Background: an optimization exercise with open tools, aiming at small area. Do not read the settings as production practice. Function was checked by simulation only, so behaviour that the tests miss may differ from the original. Power and IR drop assume default switching activity. No driver is modelled on the clock port, so clocking that relies on it looks cheaper here than on a real chip.

Setup of alpha:
==> flow/design.v <==
package pipeline_pkg;
  localparam logic [4:0] REG_ZERO = 5'd0;
  localparam logic [4:0] REG_V0   = 5'd2;
  localparam logic [4:0] REG_A0   = 5'd4;
  localparam logic [4:0] REG_RA   = 5'd31;
  typedef enum logic {
    RUN    = 1'b0,
    HALTED = 1'b1
  } state_t;
endpackage
module regfile_32x32 #(
  parameter int DATA_W = 32
) (
  input  logic              clk,
  input  logic              rst,
  input  logic              we,
  input  logic [4:0]        waddr,
  input  logic [DATA_W-1:0] wdata,
  input  logic [4:0]        ra_no,
  input  logic [4:0]        rb_no,
  output logic [DATA_W-1:0] ra_data,
  output logic [DATA_W-1:0] rb_data,
  output logic [DATA_W-1:0] v0_data,
  output logic [DATA_W-1:0] a0_data
);
  logic [DATA_W-1:0] regs [32];
  logic [DATA_W-1:0] wd;
  logic [31:0]       wsel, asel, bsel;
  logic              abyp, bbyp;
  assign wd = wdata & {DATA_W{~rst}};
  for (genvar i = 0; i < 32; i++) begin : g_dec
    assign wsel[i] = we && waddr == 5'(i);
    assign asel[i] = ra_no == 5'(i) && !wsel[i];
    assign bsel[i] = rb_no == 5'(i) && !wsel[i];
  end
  assign regs[0] = '0;
  for (genvar i = 1; i < 32; i++) begin : g_reg
    always_ff @(posedge clk) begin
      if (rst || wsel[i]) regs[i] <= wd;
    end
  end
  assign abyp = we && ra_no == waddr && ra_no != 5'd0;
  assign bbyp = we && rb_no == waddr && rb_no != 5'd0;
  for (genvar b = 0; b < DATA_W; b++) begin : g_rd
    logic [31:0] col;
    assign col[0] = wdata[b];
    for (genvar i = 1; i < 32; i++) begin : g_col
      assign col[i] = regs[i][b];
    end
    rf_read_bit u_ra (.d(col), .sel({asel[31:1], abyp}), .q(ra_data[b]));
    rf_read_bit u_rb (.d(col), .sel({bsel[31:1], bbyp}), .q(rb_data[b]));
  end
  assign v0_data = regs[pipeline_pkg::REG_V0];
  assign a0_data = regs[pipeline_pkg::REG_A0];
endmodule
module rf_read_bit (
  input  logic [31:0] d,
  input  logic [31:0] sel,
  output logic        q
);
  logic [10:0] n;
  for (genvar g = 0; g < 10; g++) begin : g_aoi
    rf_aoi222 u_aoi (.d(d[3*g+2:3*g]), .s(sel[3*g+2:3*g]), .y(n[g]));
  end
  assign n[10] = ~((d[30] & sel[30]) | (d[31] & sel[31]));
  logic [2:0] p;
  rf_nand4 u_n0 (.a(n[3:0]), .y(p[0]));
  rf_nand4 u_n1 (.a(n[7:4]), .y(p[1]));
  assign p[2] = ~&n[10:8];
  assign q = |p;
endmodule
module rf_nand4 (
  input  logic [3:0] a,
  output logic       y
);
  assign y = ~&a;
endmodule
module rf_aoi222 (
  input  logic [2:0] d,
  input  logic [2:0] s,
  output logic       y
);
  assign y = ~|(d & s);
endmodule
module wb_regfile_stage #(
  parameter int DATA_W    = 32,
  parameter int CNT_W     = 32,
  parameter int EXIT_CODE = 10
) (
  input  logic              clk,
  input  logic              rst,
  input  logic              effective,
  input  logic [31:0]       ir,
  input  logic [31:0]       pc,
  input  logic              syscall,
  input  logic              jal,
  input  logic              reg_write,
  input  logic              write_back,
  input  logic [DATA_W-1:0] r1,
  input  logic [DATA_W-1:0] r2,
  input  logic [4:0]        rd_no,
  input  logic [4:0]        ra_no,
  input  logic [4:0]        rb_no,
  output logic [DATA_W-1:0] ra_data,
  output logic [DATA_W-1:0] rb_data,
  output logic              halt,
  output logic [DATA_W-1:0] disp_data,
  output logic              disp_valid,
  output logic [CNT_W-1:0]  retire_cnt
);
  pipeline_pkg::state_t            state_q, state_d;
  logic [DATA_W-1:0] wdata, v0_data, a0_data;
  logic [4:0]        wdest;
  logic              we, retire, sys_fire, v0_exit;
  logic              unused_ir;
  assign unused_ir = ^ir;
  assign wdata    = jal ? DATA_W'(pc + 32'd4) : (write_back ? r2 : r1);
  assign wdest    = jal ? pipeline_pkg::REG_RA : rd_no;
  assign retire   = (state_q == pipeline_pkg::RUN) && effective;
  assign we       = retire && (reg_write || jal) && (wdest != pipeline_pkg::REG_ZERO);
  assign sys_fire = retire && syscall;
  assign v0_exit  = (v0_data == DATA_W'(EXIT_CODE));
  regfile_32x32 #(.DATA_W(DATA_W)) u_rf (
    .clk     (clk),
    .rst     (rst),
    .we      (we),
    .waddr   (wdest),
    .wdata   (wdata),
    .ra_no   (ra_no),
    .rb_no   (rb_no),
    .ra_data (ra_data),
    .rb_data (rb_data),
    .v0_data (v0_data),
    .a0_data (a0_data)
  );
  always_ff @(posedge clk) begin
    if (rst) state_q <= pipeline_pkg::RUN;
    else     state_q <= state_d;
  end
  always_comb begin
    state_d = state_q;
    case (state_q)
      pipeline_pkg::RUN:     if (sys_fire && v0_exit) state_d = pipeline_pkg::HALTED;
      pipeline_pkg::HALTED:  state_d = pipeline_pkg::HALTED;
      default: state_d = pipeline_pkg::RUN;
    endcase
  end
  always_comb begin
    halt = (state_q == pipeline_pkg::HALTED);
  end
  always_ff @(posedge clk) begin
    if (rst) begin
      disp_data  <= '0;
      disp_valid <= 1'b0;
    end else begin
      disp_valid <= 1'b0;
      if (sys_fire && !v0_exit) begin
        disp_data  <= a0_data;
        disp_valid <= 1'b1;
      end
    end
  end
  always_ff @(posedge clk) begin
    if (rst)                          retire_cnt <= '0;
    else if (retire && retire_cnt != '1) retire_cnt <= retire_cnt + 1'b1;
  end
endmodule
export LEC_CHECK = 0
export CAP_MARGIN = 0
export CORE_MARGIN = 2
export CORE_UTILIZATION = 60
export SLEW_MARGIN = 0
export SYNTH_HIERARCHICAL = 1
create_clock -name core_clock -period 7.0 [get_ports {clk}]
standard.sh (not shown) runs the stock make flow with config.mk's settings and CLKGATE_MAP_FILE= SYNTH_SCRIPT=/design/flow/synth_recipe.tcl, a recipe that flattens the netlist after the stock synthesis.
==> flow/flow/run.sh <==
#!/bin/bash
# Standard ORFS layout (the standard.sh, standard synthesis unchanged) with:
#  - port buffers of the smallest buffer cell instead of the default pick,
#  - clock tree synthesis without dummy loads and with a chosen buffer list,
#  - power recovery (downsizing off-critical cells) after global routing.
# make's full output goes to make.log here; ORFS keeps each step's log under orfs/logs/.
set -euo pipefail
CTS_BUFS="${CTS_BUFS:-sky130_fd_sc_hd__clkbuf_16}"
CTS_SIZE="${CTS_SIZE:-25}"
CTS_DIAM="${CTS_DIAM:-100}"
bash standard.sh \
  "BUFFER_PORTS_ARGS=-buffer_cell sky130_fd_sc_hd__buf_1" \
  "CTS_ARGS=-sink_clustering_enable -repair_clock_nets -dont_use_dummy_load -buf_list {$CTS_BUFS} -sink_clustering_size $CTS_SIZE -sink_clustering_max_diameter $CTS_DIAM" \
  "RECOVER_POWER=100" \
  finish > make.log 2>&1
STATUS run=alpha STAGES=ALL_DONE FINAL_CHECKS=FAILED CAUSE=max-capacitance violations, max-slew violations
#### Input delta (beta over alpha)
- a change of CORE_UTILIZATION from 60 to 70
==> flow/flow/run.sh <==
#!/bin/bash
# Standard ORFS layout (the standard.sh, standard synthesis unchanged) with:
#  - port buffers of the smallest buffer cell instead of the default pick,
#  - clock tree synthesis without dummy loads and with a chosen buffer list,
# make's full output goes to make.log here; ORFS keeps each step's log under orfs/logs/.
set -euo pipefail
CTS_BUFS="${CTS_BUFS:-sky130_fd_sc_hd__clkbuf_16}"
CTS_SIZE="${CTS_SIZE:-30}"
CTS_DIAM="${CTS_DIAM:-100}"
bash standard.sh \
  "BUFFER_PORTS_ARGS=-buffer_cell sky130_fd_sc_hd__buf_1" \
  "CTS_ARGS=-sink_clustering_enable -repair_clock_nets -dont_use_dummy_load -buf_list {$CTS_BUFS} -sink_clustering_size $CTS_SIZE -sink_clustering_max_diameter $CTS_DIAM" \
  finish > make.log 2>&1
### Flow results
[flow] beta | stages: complete | final checks: fail | reason: max-capacitance violations, max-slew violations
From alpha to beta the numbers moved as follows: maximum frequency from static timing analysis has increased; clock buffer count in the final layout moved down; post-layout instance count excluding filler cells -3.5%; number of vias after detailed routing grew by 475; sequential fraction of total cell area went up 0.51 points.
[inputs] gamma vs beta
- CORE_UTILIZATION changed from 70 to 60
-- flow/flow/run.sh --
<<< beta, line 7
CTS_BUFS="${CTS_BUFS:-sky130_fd_sc_hd__clkbuf_16}"
CTS_SIZE="${CTS_SIZE:-30}"
CTS_DIAM="${CTS_DIAM:-100}"
>>> gamma, line 7
CTS_BUFS="${CTS_BUFS:-sky130_fd_sc_hd__clkbuf_16}"
CTS_SIZE="${CTS_SIZE:-25}"
CTS_DIAM="${CTS_DIAM:-100}"
[summary]
The detailed route wirelength on metal3 in gamma sits about 12% below the value recorded for beta.
Setup slack delta for gamma relative to beta: 0.11 ns higher
Compare gamma and beta | met1 usage in global routing higher: beta
gamma — final cell count 142 higher, beta as reference
As far as power share of the combinational group is concerned, beta and gamma perform about the same.
Final instance area (gamma vs. beta) increases slightly
Switching power total in gamma is 2.0% higher than in beta
gamma finished end to end and its layout was clean on timing, DRC and antenna.
Taking beta as the reference point, the portion of the clock cycle consumed by the worst path in the final layout of gamma falls by 1.5 points.
In gamma, transition at the pin with the smallest max-transition slack is lower than in beta.
Reported for gamma and beta, count of unresolved DRC violations after routing turned out identical to the last digit.
gamma vs beta — number of signal-net buffers in the layout rose 24.

==> afterwards: timing with drivers on the ports <==
How much do the figures lean on ideal ports? The routed layouts below were timed once more, with nothing changed but the port constraints. Step 1 sets driving cells, clkbuf_16 on the clock port and buf_2 on the other inputs (assumed; they add their load-dependent delay and slew). Step 2 also shifts input and output timing later by t, the mid clock arrival at the registers, as if the neighbouring blocks saw the same clock. a / b / c = ideal ports / drivers / drivers and shift; a / b = the first two.
run	t, ns	slack for setup (ns)	clock arrival spread, ns
alpha	0.700	0.309 / 0.277 / -0.037	0.077 / 0.077
beta	0.693	0.375 / 0.335 / 0.335	0.039 / 0.039
gamma	0.698	0.482 / 0.453 / 0.453	0.081 / 0.081
For alpha, which loses most, drivers alone change the setup slack by -0.032 ns; drivers and shift together by -0.346 ns.
